Context: an optimization exercise on an open-source flow, tuned for small area. The choices shown serve that exercise and are no tape-out recipe. Function was checked by simulation only, so behaviour that the tests miss may differ from the original. Power is estimated from default activity; no workload was simulated.

== P ==
==> flow/design.v (excerpt) <==
module yolo_layer_top (
    input  logic               clk,
    input  logic               e203_rst_n,
    input  logic               i_start,
    input  logic               i_clr,
    input  logic               i_valid,
    input  yolo_pkg::beat_t    i_beat,
    input  yolo_pkg::rd_addr_t i_rd_addr,
    output logic               o_ready,
    output yolo_pkg::word_t    o_rd_data,
    output logic               o_done
);
    wire       beat_fire;
    wire       in_window;
    wire yolo_pkg::col_t cur_col;
    wire [2:0] cur_row;
    wire       frame_open;
    wire yolo_pkg::conf_t [yolo_pkg::KEEP_N-1:0] rank_conf;
    wire yolo_pkg::box_t  [yolo_pkg::KEEP_N-1:0] rank_box;
    wire yolo_pkg::col_t  [yolo_pkg::KEEP_N-1:0] rank_col;
    wire [yolo_pkg::KEEP_N-1:0][2:0]             rank_row;
    wire [yolo_pkg::KEEP_N-1:0]                  rank_valid;
    wire [yolo_pkg::KEEP_N-1:0][2:0]             rank_pos;
    grid_scanner u_grid_scanner (
        .clk          (clk),
        .e203_rst_n   (e203_rst_n),
        .i_start      (i_start),
        .i_clr        (i_clr),
        .i_valid      (i_valid),
        .o_ready      (o_ready),
        .o_done       (o_done),
        .o_beat_fire  (beat_fire),
        .o_in_window  (in_window),
        .o_col        (cur_col),
        .o_row        (cur_row),
        .o_frame_open (frame_open)
    );
    top5_sorter u_top5_sorter (
        .clk          (clk),
        .e203_rst_n   (e203_rst_n),
        .i_frame_open (frame_open),
        .i_beat_fire  (beat_fire),
        .i_in_window  (in_window),
        .i_beat       (i_beat),
        .i_col        (cur_col),
        .i_row        (cur_row),
        .o_conf       (rank_conf),
        .o_box        (rank_box),
        .o_col        (rank_col),
        .o_row        (rank_row),
        .o_valid      (rank_valid),
        .o_rank       (rank_pos)
    );
    result_store u_result_store (
        .clk          (clk),
        .e203_rst_n   (e203_rst_n),
  ...
Size in the first run: roughly 690 cells after synthesis, ~280 flip-flops, ~110 I/O pins, about 0.011 mm2 of cells after synthesis.
Settings: LEC_CHECK=0, CAP_MARGIN=20, CORE_MARGIN=2, CORE_UTILIZATION=40, CTS_BUF_LIST=sky130_fd_sc_hd__clkbuf_8, CTS_CLUSTER_DIAMETER=60, CTS_CLUSTER_SIZE=20, SLEW_MARGIN=20; clock period 5.0 ns.
run.sh (not shown) runs the stock make flow with config.mk's settings and CLKGATE_MAP_FILE= SYNTH_SCRIPT=/design/flow/synth_recipe.tcl, a recipe that flattens the netlist after the stock synthesis.
The flow did not stop early for P: all stages ran, and the layout cleared the timing, DRC and antenna checks.
Changes in Q relative to P:
# P
export LEC_CHECK = 0
export CAP_MARGIN = 20
export CORE_MARGIN = 2
export CORE_UTILIZATION = 40
export CTS_BUF_LIST = sky130_fd_sc_hd__clkbuf_8
export CTS_CLUSTER_DIAMETER = 60
export CTS_CLUSTER_SIZE = 20
export SLEW_MARGIN = 20
create_clock -name core_clock -period 5.0 [get_ports {clk}]
# Q
export LEC_CHECK = 0
export CAP_MARGIN = 20
export CORE_MARGIN = 2
export CORE_UTILIZATION = 60
export CTS_CLUSTER_DIAMETER = 100
export CTS_CLUSTER_SIZE = 30
export SLEW_MARGIN = 20
create_clock -name core_clock -period 5.0 [get_ports {clk}]
### Flow results
Q finished all stages; the layout is clean. [compare] base=P new=Q: routed wirelength normalized by instance count went up, leakage power total went down, via count of the first global-routing pass went down, pin count of the biggest net entering global routing went down, buffers plus inverters on the worst setup path went down. Diff P -> Q: share of the final layout cell area in sequential cells up 1.0 points; routed wire length down about 7%; final design area excluding fillers down 1.6%; row count down 11. Q — worst reg-to-reg path cell count 1 lower, P as reference.

* * *

run A:
Another version of the RTL of yolo_layer_top (not shown whole).
For scale: roughly 700 cells after synthesis.
==> flow/config.mk <==
export PLATFORM = sky130hd
export DESIGN_NAME = yolo_layer_top
export DESIGN_NICKNAME = yolo_layer_top
export VERILOG_FILES = /design/flow/design.v
export SDC_FILE = /design/flow/constraint.sdc
export NUM_CORES = 4
export LEC_CHECK = 0
export CAP_MARGIN = 20
export CORE_MARGIN = 2
export CORE_UTILIZATION = 60
export CTS_CLUSTER_DIAMETER = 60
export CTS_CLUSTER_SIZE = 40
export PLACE_DENSITY = 0.75
export SLEW_MARGIN = 20
==> flow/constraint.sdc <==
create_clock -name core_clock -period 5.0 [get_ports {clk}]
set_input_delay 1.0000 -clock core_clock [delete_from_list [all_inputs] [get_ports {clk}]]
set_output_delay 1.0000 -clock core_clock [all_outputs]
set_load 0.01 [all_outputs]
standard.sh (not shown) runs the stock make flow with config.mk's settings and CLKGATE_MAP_FILE= SYNTH_SCRIPT=/design/flow/synth_recipe.tcl, a recipe that flattens the netlist after the stock synthesis.
==> flow/flow/run.sh <==
#!/bin/bash
# The standard layout, with the smallest buffer on each input and output port,
# and non-critical gates downsized after global routing.
set -euo pipefail
bash standard.sh BUFFER_PORTS_ARGS="-buffer_cell sky130_fd_sc_hd__buf_1" RECOVER_POWER=100 finish > standard_make.log 2>&1
Although run A finished all stages, its layout failed final checks on max-capacitance violations, max-slew violations.
Here is what was changed in the inputs of run B compared with run A.
- an added GPL_TIMING_DRIVEN of 0
- a change of CTS_CLUSTER_DIAMETER from 60 to 100
- a change of CTS_CLUSTER_SIZE from 40 to 30
- a change of CORE_UTILIZATION from 60 to 40
- a deleted PLACE_DENSITY that had been 0.75
- an added GPL_ROUTABILITY_DRIVEN of 0
Results
Of run B and run A, none finishes clean.
Nothing crashed in run B and all stages finished; the problem is that the final layout failed, the offending checks being max-capacitance violations, max-slew violations.
Looking at run B and run A, the hold slack is a wash.
Utilization of the core after routing: run B vs run A down 22 points
Relative to run A, total buffers and inverters traversed by the critical path has decreased by 1 in run B.
Run B reports its uppermost layer routed as met5 while run A reports met4.
Here is what was changed in the inputs of run C compared with run B.
- a deleted GPL_TIMING_DRIVEN that had been 0
- a deleted GPL_ROUTABILITY_DRIVEN that had been 0
Findings:
Diff run B -> run C: clock power went down about 4%; relative contribution of the clock network to total power went down 0.6 points; sequential fraction of total cell area went up 0.63 points. Run B has higher internal power contribution than run C. Post-layout minimum cycle time ended up 0.12 ns lower on run C than on run B. Run C vs run B: number of antenna violations at the first check in global routing down in run C. In run C, worst slack on hold paths is higher than in run B. Area of all placed cells without fillers in run C is about 0.9% lower than in run B. Run C completed end to end with timing, DRC and antenna clean. Filler cell count | run C above run B. Relative to run B, global-route wire length before repair decreased by 700 um in run C.
Edits applied to the flow inputs when going from run C to run D:
- GPL_TIMING_DRIVEN newly set to 0
Results
The layout from run D, despite a flow that completed every stage, fails the layout checks, with the failing checks listed as max-capacitance violations, max-slew violations. From run C to run D, area occupied by registers did not move at all. Relative to run C, run D degrades post-layout worst setup margin. Looking at number of clock buffers in the layout across run C and run D, the one that comes out higher is run D. Diff run C..run D | inverter count | unchanged. Going from run C to run D, max-slew headroom at the worst pin shrinks by 26 points.
#### Input delta (run E over run D)
- GPL_TIMING_DRIVEN no longer set, was 0
==> flow/run.sh (new file) <==
#!/bin/bash
# synth_recipe.tcl (not shown) runs the flow's synth.tcl, then flattens the netlist and writes it again
# the make line also repeats each setting of config.mk as NAME=value (left out here)
make -C /OpenROAD-flow-scripts/flow DESIGN_CONFIG=/design/flow/config.mk WORK_HOME=/design/flow/orfs CLKGATE_MAP_FILE= SYNTH_SCRIPT=/design/flow/synth_recipe.tcl finish
removed: flow/flow/run.sh
removed: flow/standard.sh
## What came out
[run D] flow finished | final checks: failed | reasons: max-capacitance violations, max-slew violations. Having completed the whole flow, run E delivered a layout that passed the timing, DRC and antenna checks. Capturing instance or port of the critical path = u_top5_sorter.box_q[73]: run D; capturing instance or port of the critical path = u_top5_sorter.rank_q[10]: run E. Taking run D as the reference point, the share of total power in the clock network of run E falls by 1.3 points. Of the two values seen for source of the critical timing path, i_beat[33] was produced by run D and i_beat[32] by run E. When the final numbers for run D and run E were put side by side, the global-route usage turned out to be greater in run D. Delta (run E minus run D): routed wire length saw a decrease, power dissipated in the clock network fell by about 4%, total power has increased.
Relative to run E, the following input files were edited for run F:
==> flow/flow/run.sh (new file) <==
#!/bin/bash
# The standard layout, with the smallest buffer on each input and output port.
set -euo pipefail
bash standard.sh BUFFER_PORTS_ARGS="-buffer_cell sky130_fd_sc_hd__buf_1" finish > standard_make.log 2>&1
==> flow/standard.sh (new file) <==
#!/bin/bash
# synth_recipe.tcl (not shown) runs the flow's synth.tcl, then flattens the netlist and writes it again
# the make line also repeats each setting of config.mk as NAME=value (left out here)
make -C /OpenROAD-flow-scripts/flow DESIGN_CONFIG=/design/flow/config.mk WORK_HOME=/design/flow/orfs CLKGATE_MAP_FILE= SYNTH_SCRIPT=/design/flow/synth_recipe.tcl "${@:-finish}"
removed: flow/run.sh
## What came out
Diff run E..run F | sequential cell count | negligible. Lower post-route worst setup slack was reported by run E, not run F. Clock-cell share of area delta (run E -> run F): insignificant. Run F against run E: number of enable flip-flop cells after synthesis barely changed, global-route wire length before repair dropped about 1.9%, end-of-flow core utilization dropped 1.9 points, count of placed standard cells in the final layout, fillers left out barely changed. Re number of cells on the critical path: run F is 2 down on run E.

[afterwards: timing with drivers on the ports]
In the flow no input, the clock included, has a driving cell. The finished layouts below were timed again as built, in two steps.
Step 1 assumes that a clkbuf_16 drives the clock port and a buf_2 every other input.
Step 2 adds t to the input delays and takes it off the output delays; t is the mean of the earliest and latest rising clock arrival at the registers after step 1. Input paths then give back, and output paths get back, about the clock's delay inside the block.
Slacks: ideal / step 1 / step 2; pairs: ideal / step 1.
| run | t (ns) | setup WS [ns] | latest minus earliest clock arrival (ns) |
|---|---|---|---|
| P | 0.582 | 0.811 / 0.819 / 0.237 | 0.028 / 0.028 |
| Q | 0.512 | 0.781 / 0.796 / 0.284 | 0.022 / 0.022 |
| run A | 0.535 | 0.807 / 0.827 / 0.292 | 0.027 / 0.026 |
| run B | 0.538 | 0.603 / 0.623 / 0.086 | 0.029 / 0.029 |
| run C | 0.537 | 0.727 / 0.749 / 0.212 | 0.032 / 0.032 |
| run D | 0.538 | 0.603 / 0.623 / 0.086 | 0.029 / 0.029 |
| run E | 0.527 | 0.571 / 0.593 / 0.066 | 0.036 / 0.036 |
| run F | 0.536 | 0.951 / 0.976 / 0.440 | 0.031 / 0.031 |
For P, which loses most, drivers alone change the setup slack by +0.008 ns; drivers and shift together by -0.574 ns.
